Background: an optimization exercise with open tools, aiming at small area, a short achievable clock period and few clock cycles per item. Do not read the settings as production practice.
Where RTL was checked, it was by simulation tests only, not by an equivalence proof against the original.
Power and IR drop assume default switching activity.

Setup of lane 5:
==> flow/design.v <==
package oqke_pkg;
    localparam logic [2:0] OP_INSERT  = 3'd0;
    localparam logic [2:0] OP_SEARCH  = 3'd1;
    localparam logic [2:0] OP_MODIFY  = 3'd2;
    localparam logic [2:0] OP_DELETE  = 3'd3;
    localparam logic [2:0] OP_DISPLAY = 3'd4;
    localparam logic [1:0] ST_OK      = 2'd0;
    localparam logic [1:0] ST_MISSING = 2'd1;
    localparam logic [1:0] ST_EMPTY   = 2'd2;
    localparam logic [1:0] ST_FULL    = 2'd3;
    typedef struct packed {
        logic [2:0]         op;
        logic signed [31:0] key;
        logic signed [31:0] new_value;
    } request_t;
    typedef struct packed {
        logic [1:0]         status;
        logic signed [31:0] element;
        logic               last;
        logic [4:0]         entries_held;
    } result_t;
    typedef struct packed {
        logic capture;      
        logic write_tail;   
        logic write_first;  
        logic shift;        
        logic rotate;       
    } cell_cmd_t;
endpackage
module oqke_cell (
    input  logic               clk,
    input  logic               we,       
    input  logic               sh,       
    input  logic signed [31:0] wdata,
    input  logic signed [31:0] nbr,
    input  logic signed [31:0] cmp_key,
    input  logic               eq_w,     
    input  logic               eq_nbr,   
    input  logic               held,     
    output logic signed [31:0] entry,
    output logic               eq,       
    output logic               hit       
);
    logic hold;
    assign hold = !(we || sh);
    assign eq   = held && (entry == cmp_key);
    always_ff @(posedge clk)
    begin
        entry <= ({32{we}} & wdata) | ({32{sh}} & nbr) | ({32{hold}} & entry);
        hit   <= (we & eq_w) | (sh & eq_nbr) | (hold & eq);
    end
endmodule
module oqke_ctrl #(
    parameter int DEPTH = 16,
    parameter int CW    = 5
) (
    input  logic                  clk,
    input  logic                  rst_n,
    input  logic                  start,
    output logic                  busy,
    input  oqke_pkg::request_t    request,
    output oqke_pkg::result_t     result,
    output logic                  done,
    input  logic [DEPTH-1:0]      hit_reg,
    output logic [DEPTH-1:0]      held,
    input  logic signed [31:0]    head,
    output logic [DEPTH-1:0]      we,
    output logic [DEPTH-1:0]      sh,
    output logic signed [31:0]    key,
    output logic signed [31:0]    wdata,
    input  logic                  eq_head,
    output logic                  eq_w
);
    logic               va_r;
    logic [2:0]         opa_r;
    logic signed [31:0] keya_r;
    logic signed [31:0] nva_r;
    logic               vb_r;
    logic [2:0]         opb_r;
    logic signed [31:0] wdb_r;
    logic               insb_r, modb_r, delb_r, dispb_r;
    logic               eqx_r;       
    logic [CW-1:0]      count_r, count_next;
    logic [DEPTH-1:0]   hm_r, hm_next;       
    logic               disp_r;
    logic [CW-1:0]      dleft_r;
    logic               busy_r;
    logic               done_r;
    oqke_pkg::result_t  result_r, result_next;
    logic [DEPTH-1:0]   tail, lasth, hit, after, first;
    logic               any_hit, empty, full;
    logic               is_ins, is_mod, is_del, is_disp, is_other;
    logic               rot;
    logic [CW-1:0]      cur_rem;
    logic               take;
    assign take = start && !busy_r;
    assign held  = hm_r;
    assign tail  = ~hm_r & {hm_r[DEPTH-2:0], 1'b1};
    assign lasth = hm_r & ~{1'b0, hm_r[DEPTH-1:1]};
    assign hit     = hit_reg;
    assign any_hit = |hit;
    always_comb
    begin
        for (int i = 0; i < DEPTH; i++)
            after[i] = |(hit & DEPTH'((32'd1 << (i + 1)) - 32'd1));
    end
    assign first = hit & ~(after << 1);
    assign empty    = !hm_r[0];
    assign full     = hm_r[DEPTH-1];
    assign is_ins   = insb_r;
    assign is_mod   = modb_r;
    assign is_del   = delb_r;
    assign is_disp  = dispb_r;
    assign is_other = opb_r > oqke_pkg::OP_DISPLAY;
    assign rot     = (is_disp && !empty) || disp_r;
    assign cur_rem = disp_r ? dleft_r : count_r;
    assign wdata = rot ? head : wdb_r;
    assign key   = keya_r;
    assign eq_w  = rot ? eq_head : eqx_r;
    always_comb
    begin
        for (int i = 0; i < DEPTH; i++)
        begin
            we[i] = (is_ins && !full && tail[i]) || (is_mod && first[i]) || (rot && lasth[i]);
            sh[i] = (is_del && after[i]) || (rot && held[i] && !lasth[i]);
        end
    end
    always_comb
    begin
        count_next = count_r;
        hm_next    = hm_r;
        if (is_ins && !full)
        begin
            count_next = count_r + CW'(1);
            hm_next    = {hm_r[DEPTH-2:0], 1'b1};
        end
        else if (is_del && any_hit)
        begin
            count_next = count_r - CW'(1);
            hm_next    = {1'b0, hm_r[DEPTH-1:1]};
        end
    end
    always_comb
    begin
        result_next.element      = '0;
        result_next.last         = 1'b1;
        result_next.entries_held = 5'(count_next);
        if (opb_r == oqke_pkg::OP_INSERT)
            result_next.status = full ? oqke_pkg::ST_FULL : oqke_pkg::ST_OK;
        else if (is_other)
            result_next.status = oqke_pkg::ST_OK;
        else if (empty)
            result_next.status = oqke_pkg::ST_EMPTY;
        else if (!any_hit && opb_r != oqke_pkg::OP_DISPLAY)
            result_next.status = oqke_pkg::ST_MISSING;
        else
            result_next.status = oqke_pkg::ST_OK;
        if (rot)
        begin
            result_next.status  = oqke_pkg::ST_OK;
            result_next.element = head;
            result_next.last    = (cur_rem == CW'(1));
        end
    end
    always_ff @(posedge clk or negedge rst_n)
    begin
        if (!rst_n)
        begin
            va_r    <= 1'b0;
            vb_r    <= 1'b0;
            insb_r  <= 1'b0;
            modb_r  <= 1'b0;
            delb_r  <= 1'b0;
            dispb_r <= 1'b0;
            count_r <= '0;
            hm_r    <= '0;
            disp_r  <= 1'b0;
            busy_r  <= 1'b0;
            done_r  <= 1'b0;
        end
        else
        begin
            va_r    <= take;
            vb_r    <= va_r;
            insb_r  <= va_r && (opa_r == oqke_pkg::OP_INSERT);
            modb_r  <= va_r && (opa_r == oqke_pkg::OP_MODIFY);
            delb_r  <= va_r && (opa_r == oqke_pkg::OP_DELETE);
            dispb_r <= va_r && (opa_r == oqke_pkg::OP_DISPLAY);
            count_r <= count_next;
            hm_r    <= hm_next;
            disp_r  <= rot && (cur_rem != CW'(1));
            busy_r  <= (take && request.op == oqke_pkg::OP_DISPLAY)
                    || (va_r && opa_r == oqke_pkg::OP_DISPLAY && hm_next[2])
                    || (rot && cur_rem >= CW'(4));
            done_r  <= vb_r || disp_r;
        end
    end
    always_ff @(posedge clk)
    begin
        opa_r    <= request.op;
        keya_r   <= request.key;
        nva_r    <= request.new_value;
        opb_r    <= opa_r;
        wdb_r    <= (opa_r == oqke_pkg::OP_INSERT) ? keya_r : nva_r;
        eqx_r    <= (request.key == ((opa_r == oqke_pkg::OP_INSERT) ? keya_r : nva_r));
        dleft_r  <= cur_rem - CW'(1);
        result_r <= result_next;
    end
    assign busy   = busy_r;
    assign done   = done_r;
    assign result = result_r;
endmodule
module ordered_queue_with_key_edit #(
    parameter int DEPTH = 16
) (
    input  logic                clk,
    input  logic                rst_n,
    input  logic                start,
    output logic                busy,
    input  oqke_pkg::request_t  request,
    output oqke_pkg::result_t   result,
    output logic                done
);
    localparam int CW = $clog2(DEPTH + 1);
    logic [DEPTH-1:0]   eq, hit, we, sh, held;
    logic signed [31:0] key, wdata;
    logic               eq_w;
    logic signed [31:0] entry [DEPTH];
    oqke_ctrl #(
        .DEPTH (DEPTH),
        .CW    (CW)
    ) u_ctrl (
        .clk     (clk),
        .rst_n   (rst_n),
        .start   (start),
        .busy    (busy),
        .request (request),
        .result  (result),
        .done    (done),
        .hit_reg (hit),
        .held    (held),
        .head    (entry[0]),
        .we      (we),
        .sh      (sh),
        .key     (key),
        .wdata   (wdata),
        .eq_head (eq[0]),
        .eq_w    (eq_w)
    );
    for (genvar i = 0; i < DEPTH; i++)
    begin : g_cell
        localparam int N = (i == DEPTH - 1) ? i : i + 1;
        oqke_cell u_cell (
            .clk     (clk),
            .we      (we[i]),
            .sh      (sh[i]),
            .wdata   (wdata),
            .nbr     (entry[N]),
            .cmp_key (key),
            .eq_w    (eq_w),
            .eq_nbr  ((i == DEPTH - 1) ? 1'b0 : eq[N]),
            .held    (held[i]),
            .entry   (entry[i]),
            .eq      (eq[i]),
            .hit     (hit[i])
        );
    end
endmodule
module oqke_top (
    input  logic        clk,
    input  logic        rst_n,
    input  logic        start,
    output logic        busy,
    input  logic [2:0]  req_op,
    input  logic [31:0] req_key,
    input  logic [31:0] req_new_value,
    output logic [1:0]  res_status,
    output logic [31:0] res_element,
    output logic        res_last,
    output logic [4:0]  res_entries_held,
    output logic        done
);
    oqke_pkg::request_t request;
    oqke_pkg::result_t  result;
    assign request.op        = req_op;
    assign request.key       = req_key;
    assign request.new_value = req_new_value;
    ordered_queue_with_key_edit #(
        .DEPTH (16)
    ) u_queue (
        .clk     (clk),
        .rst_n   (rst_n),
        .start   (start),
        .busy    (busy),
        .request (request),
        .result  (result),
        .done    (done)
    );
    assign res_status       = result.status;
    assign res_element      = result.element;
    assign res_last         = result.last;
    assign res_entries_held = result.entries_held;
endmodule
==> flow/config.mk <==
export PLATFORM = sky130hd
export DESIGN_NAME = oqke_top
export DESIGN_NICKNAME = oqke_top
export VERILOG_FILES = /design/flow/design.v
export SDC_FILE = /design/flow/constraint.sdc
export NUM_CORES = 4
export LEC_CHECK = 0
export CAP_MARGIN = 20
export CORE_MARGIN = 2
export CORE_UTILIZATION = 55
export CTS_CLUSTER_DIAMETER = 70
export CTS_CLUSTER_SIZE = 24
export PLACE_DENSITY = 0.7
export SETUP_SLACK_MARGIN = 2.7
export SLEW_MARGIN = 20
export TNS_END_PERCENT = 0
==> flow/constraint.sdc <==
create_clock -name core_clock -period 5.0 [get_ports {clk}]
set_input_delay 1.0000 -clock core_clock [delete_from_list [all_inputs] [get_ports {clk}]]
set_output_delay 1.0000 -clock core_clock [all_outputs]
set_load 0.01 [all_outputs]
standard.sh (not shown) runs the stock make flow with config.mk's settings and CLKGATE_MAP_FILE= SYNTH_SCRIPT=/design/flow/synth_recipe.tcl, a recipe that flattens the netlist after the stock synthesis.
==> flow/flow/run.sh <==
#!/bin/bash
set -o pipefail
export BUFFER_PORTS_ARGS="-buffer_cell sky130_fd_sc_hd__buf_2"
bash standard.sh > standard.log 2>&1
Lane 5: PASS, flow complete, no timing, DRC or antenna violations
Testbench counts of lane 5, summed over its fixed seeds: cycles 8,870, requests 4,800.
> inputs changed (lane 5 -> lane 4)
-- flow/design.v --
<<< lane 5, line 77
    logic signed [31:0] nva_r;
    logic               vb_r;
    logic [2:0]         opb_r;
    logic signed [31:0] wdb_r;
    logic               insb_r, modb_r, delb_r, dispb_r;
>>> lane 4, line 77
    logic signed [31:0] nva_r;
    logic               vb_r;
    logic               othb_r;
    logic signed [31:0] wdb_r;
    logic               insb_r, modb_r, delb_r, dispb_r;
<<< lane 5, line 112
    assign is_del   = delb_r;
    assign is_disp  = dispb_r;
    assign is_other = opb_r > oqke_pkg::OP_DISPLAY;
    assign rot     = (is_disp && !empty) || disp_r;
    assign cur_rem = disp_r ? dleft_r : count_r;
>>> lane 4, line 112
    assign is_del   = delb_r;
    assign is_disp  = dispb_r;
    assign is_other = othb_r;
    assign rot     = (is_disp && !empty) || disp_r;
    assign cur_rem = disp_r ? dleft_r : count_r;
<<< lane 5, line 145
        result_next.element      = '0;
        result_next.last         = 1'b1;
        result_next.entries_held = 5'(count_next);
        if (opb_r == oqke_pkg::OP_INSERT)
            result_next.status = full ? oqke_pkg::ST_FULL : oqke_pkg::ST_OK;
        else if (is_other)
>>> lane 4, line 145
        result_next.element      = '0;
        result_next.last         = 1'b1;
        result_next.entries_held = '0;   
        if (is_ins)
            result_next.status = full ? oqke_pkg::ST_FULL : oqke_pkg::ST_OK;
        else if (is_other)
<<< lane 5, line 152
        else if (empty)
            result_next.status = oqke_pkg::ST_EMPTY;
        else if (!any_hit && opb_r != oqke_pkg::OP_DISPLAY)
            result_next.status = oqke_pkg::ST_MISSING;
        else
>>> lane 4, line 152
        else if (empty)
            result_next.status = oqke_pkg::ST_EMPTY;
        else if (!any_hit && !is_disp)
            result_next.status = oqke_pkg::ST_MISSING;
        else
<<< lane 5, line 201
        keya_r   <= request.key;
        nva_r    <= request.new_value;
        opb_r    <= opa_r;
        wdb_r    <= (opa_r == oqke_pkg::OP_INSERT) ? keya_r : nva_r;
        eqx_r    <= (request.key == ((opa_r == oqke_pkg::OP_INSERT) ? keya_r : nva_r));
>>> lane 4, line 201
        keya_r   <= request.key;
        nva_r    <= request.new_value;
        othb_r   <= opa_r > oqke_pkg::OP_DISPLAY;
        wdb_r    <= (opa_r == oqke_pkg::OP_INSERT) ? keya_r : nva_r;
        eqx_r    <= (request.key == ((opa_r == oqke_pkg::OP_INSERT) ? keya_r : nva_r));
<<< lane 5, line 209
    assign busy   = busy_r;
    assign done   = done_r;
    assign result = result_r;
endmodule
module ordered_queue_with_key_edit #(
>>> lane 4, line 209
    assign busy   = busy_r;
    assign done   = done_r;
    assign result.status       = result_r.status;
    assign result.element      = result_r.element;
    assign result.last         = result_r.last;
    assign result.entries_held = 5'(count_r);
endmodule
module ordered_queue_with_key_edit #(
Lane 4 against lane 5: length of routed met2 wiring held; power went up about 40%; total setup buffers inserted after CTS went down 23%; tightest hold margin went up 0.029 ns.
Lane 4 vs lane 5: maximum number of pins on one net before global-route repair down in lane 4
Transition time at the pin with the least slew margin ended up 0.32 ns lower on lane 4 than on lane 5.
The core of lane 4 is less densely filled than that of lane 5.
Area used by sequential logic in the layout in lane 4 is 190 um2 lower than in lane 5
Testbench counts of lane 4, summed over its fixed seeds: cycles 8,870, requests 4,800.

========
Setup of yarrow:
Starts from the design.v that is shown in full above.
==> flow/config.mk <==
export PLATFORM = sky130hd
export DESIGN_NAME = oqke_top
export DESIGN_NICKNAME = oqke_top
export VERILOG_FILES = /design/flow/design.v
export SDC_FILE = /design/flow/constraint.sdc
export NUM_CORES = 4
export LEC_CHECK = 0
export CAP_MARGIN = 20
export CORE_MARGIN = 2
export CORE_UTILIZATION = 55
export CTS_CLUSTER_DIAMETER = 70
export CTS_CLUSTER_SIZE = 24
export PLACE_DENSITY = 0.7
export SETUP_SLACK_MARGIN = 2.65
export SLEW_MARGIN = 20
export TNS_END_PERCENT = 10
==> flow/constraint.sdc <==
create_clock -name core_clock -period 5.0 [get_ports {clk}]
set_input_delay 1.0000 -clock core_clock [delete_from_list [all_inputs] [get_ports {clk}]]
set_output_delay 1.0000 -clock core_clock [all_outputs]
set_load 0.01 [all_outputs]
Scripts as last shown in full above: flow/flow/run.sh
Testbench counts of yarrow, summed over its fixed seeds: cycles 8,870, requests 4,800.
#### Input delta (raven over yarrow)
--- a/flow/design.v
+++ b/flow/design.v
@@ -61,8 +61,9 @@
     input  oqke_pkg::request_t    request,
     output oqke_pkg::result_t     result,
     output logic                  done,
     input  logic [DEPTH-1:0]      hit_reg,
+    input  logic [DEPTH-1:0]      eq,
     output logic [DEPTH-1:0]      held,
     input  logic signed [31:0]    head,
     output logic [DEPTH-1:0]      we,
     output logic [DEPTH-1:0]      sh,
@@ -79,8 +80,9 @@
     logic [2:0]         opb_r;
     logic signed [31:0] wdb_r;
     logic               insb_r, modb_r, delb_r, dispb_r;
     logic               eqx_r;       
+    logic               any_r;       
     logic [CW-1:0]      count_r, count_next;
     logic [DEPTH-1:0]   hm_r, hm_next;       
     logic               disp_r;
     logic [CW-1:0]      dleft_r;
@@ -97,9 +99,9 @@
     assign held  = hm_r;
     assign tail  = ~hm_r & {hm_r[DEPTH-2:0], 1'b1};
     assign lasth = hm_r & ~{1'b0, hm_r[DEPTH-1:1]};
     assign hit     = hit_reg;
-    assign any_hit = |hit;
+    assign any_hit = any_r;
     always_comb
     begin
         for (int i = 0; i < DEPTH; i++)
             after[i] = |(hit & DEPTH'((32'd1 << (i + 1)) - 32'd1));
@@ -127,18 +129,20 @@
     end
     always_comb
     begin
         count_next = count_r;
-        hm_next    = hm_r;
         if (is_ins && !full)
-        begin
             count_next = count_r + CW'(1);
-            hm_next    = {hm_r[DEPTH-2:0], 1'b1};
-        end
         else if (is_del && any_hit)
-        begin
             count_next = count_r - CW'(1);
-            hm_next    = {1'b0, hm_r[DEPTH-1:1]};
+        for (int i = 0; i < DEPTH; i++)
+        begin
+            if (is_del && after[i])
+                hm_next[i] = (i == DEPTH - 1) ? 1'b0 : hm_r[(i == DEPTH - 1) ? i : i + 1];
+            else if (is_ins && tail[i])
+                hm_next[i] = 1'b1;
+            else
+                hm_next[i] = hm_r[i];
         end
     end
     always_comb
     begin
@@ -176,8 +180,9 @@
             hm_r    <= '0;
             disp_r  <= 1'b0;
             busy_r  <= 1'b0;
             done_r  <= 1'b0;
+            any_r   <= 1'b0;
         end
         else
         begin
             va_r    <= take;
@@ -192,8 +197,10 @@
             busy_r  <= (take && request.op == oqke_pkg::OP_DISPLAY)
                     || (va_r && opa_r == oqke_pkg::OP_DISPLAY && hm_next[2])
                     || (rot && cur_rem >= CW'(4));
             done_r  <= vb_r || disp_r;
+            any_r   <= (|(eq & ~(first & {DEPTH{is_del || is_mod}})))
+                    || (eqx_r && ((is_ins && !full) || (is_mod && any_hit)));
         end
     end
     always_ff @(posedge clk)
     begin
@@ -237,8 +244,9 @@
         .request (request),
         .result  (result),
         .done    (done),
         .hit_reg (hit),
+        .eq      (eq),
         .held    (held),
         .head    (entry[0]),
         .we      (we),
         .sh      (sh),
==> comparison <==
- raven ran to completion and came out clean on the timing, design-rule and antenna checks.
- Compared with yarrow, in raven core region area closely matched the old numbers; clock-buffer cell count has remained practically unchanged; die area neither gained nor lost much.
- Power density over the cells (raven vs. yarrow) increases slightly
- The run with more setup slack is yarrow; raven has less.
- Compare yarrow and raven | peak clock frequency supported by timing higher: yarrow
- Comparing raven against yarrow, there is no change at all in residual antenna-violating net count after detailed routing.
- On proportion of power drawn by combinational gates, the higher figure sits with raven, not yarrow.
- Total CTS buffers (lower): yarrow
- Taking yarrow as the reference, in raven cell area down 0.30%, first-pass GRT wire length up 5.1 mm.
The RTL of raven was laid out without a check of its function.

[port drivers added, routing unchanged]
Ports are ideal in the flow. The routed layouts listed here were re-timed in OpenROAD. Step 1 sets driving cells, clkbuf_16 on the clock port and buf_2 on the other inputs (assumed; they add their load-dependent delay and slew). Step 2 moves the port delays by t, midway between the first and last clock arrival at a register: inputs arrive t later, outputs are due t later. That takes back most of the time a late clock gives input paths. a / b / c = ideal ports / drivers / drivers and shift; a / b = the first two.
run | shift t [ns] | setup slack, ns | worst setup path at the end | worst register clock-pin slew, ns | worst slew at a driven data input, ns
lane 5 | 0.680 | 2.422 / 2.422 / 2.315 | input to register | 0.10 / 0.10 | 0.04
lane 4 | 0.675 | 2.555 / 2.555 / 2.252 | input to register | 0.10 / 0.10 | 0.09
yarrow | 0.672 | 2.426 / 2.426 / 2.356 | input to register | 0.10 / 0.10 | 0.05
raven | 0.663 | 2.202 / 2.202 / 2.202 | register to register | 0.10 / 0.10 | 0.05
After both steps every run listed still meets setup and hold. The setup slack of lane 4, which loses most, moves by 0.000 ns with the drivers and by -0.303 ns with both steps.
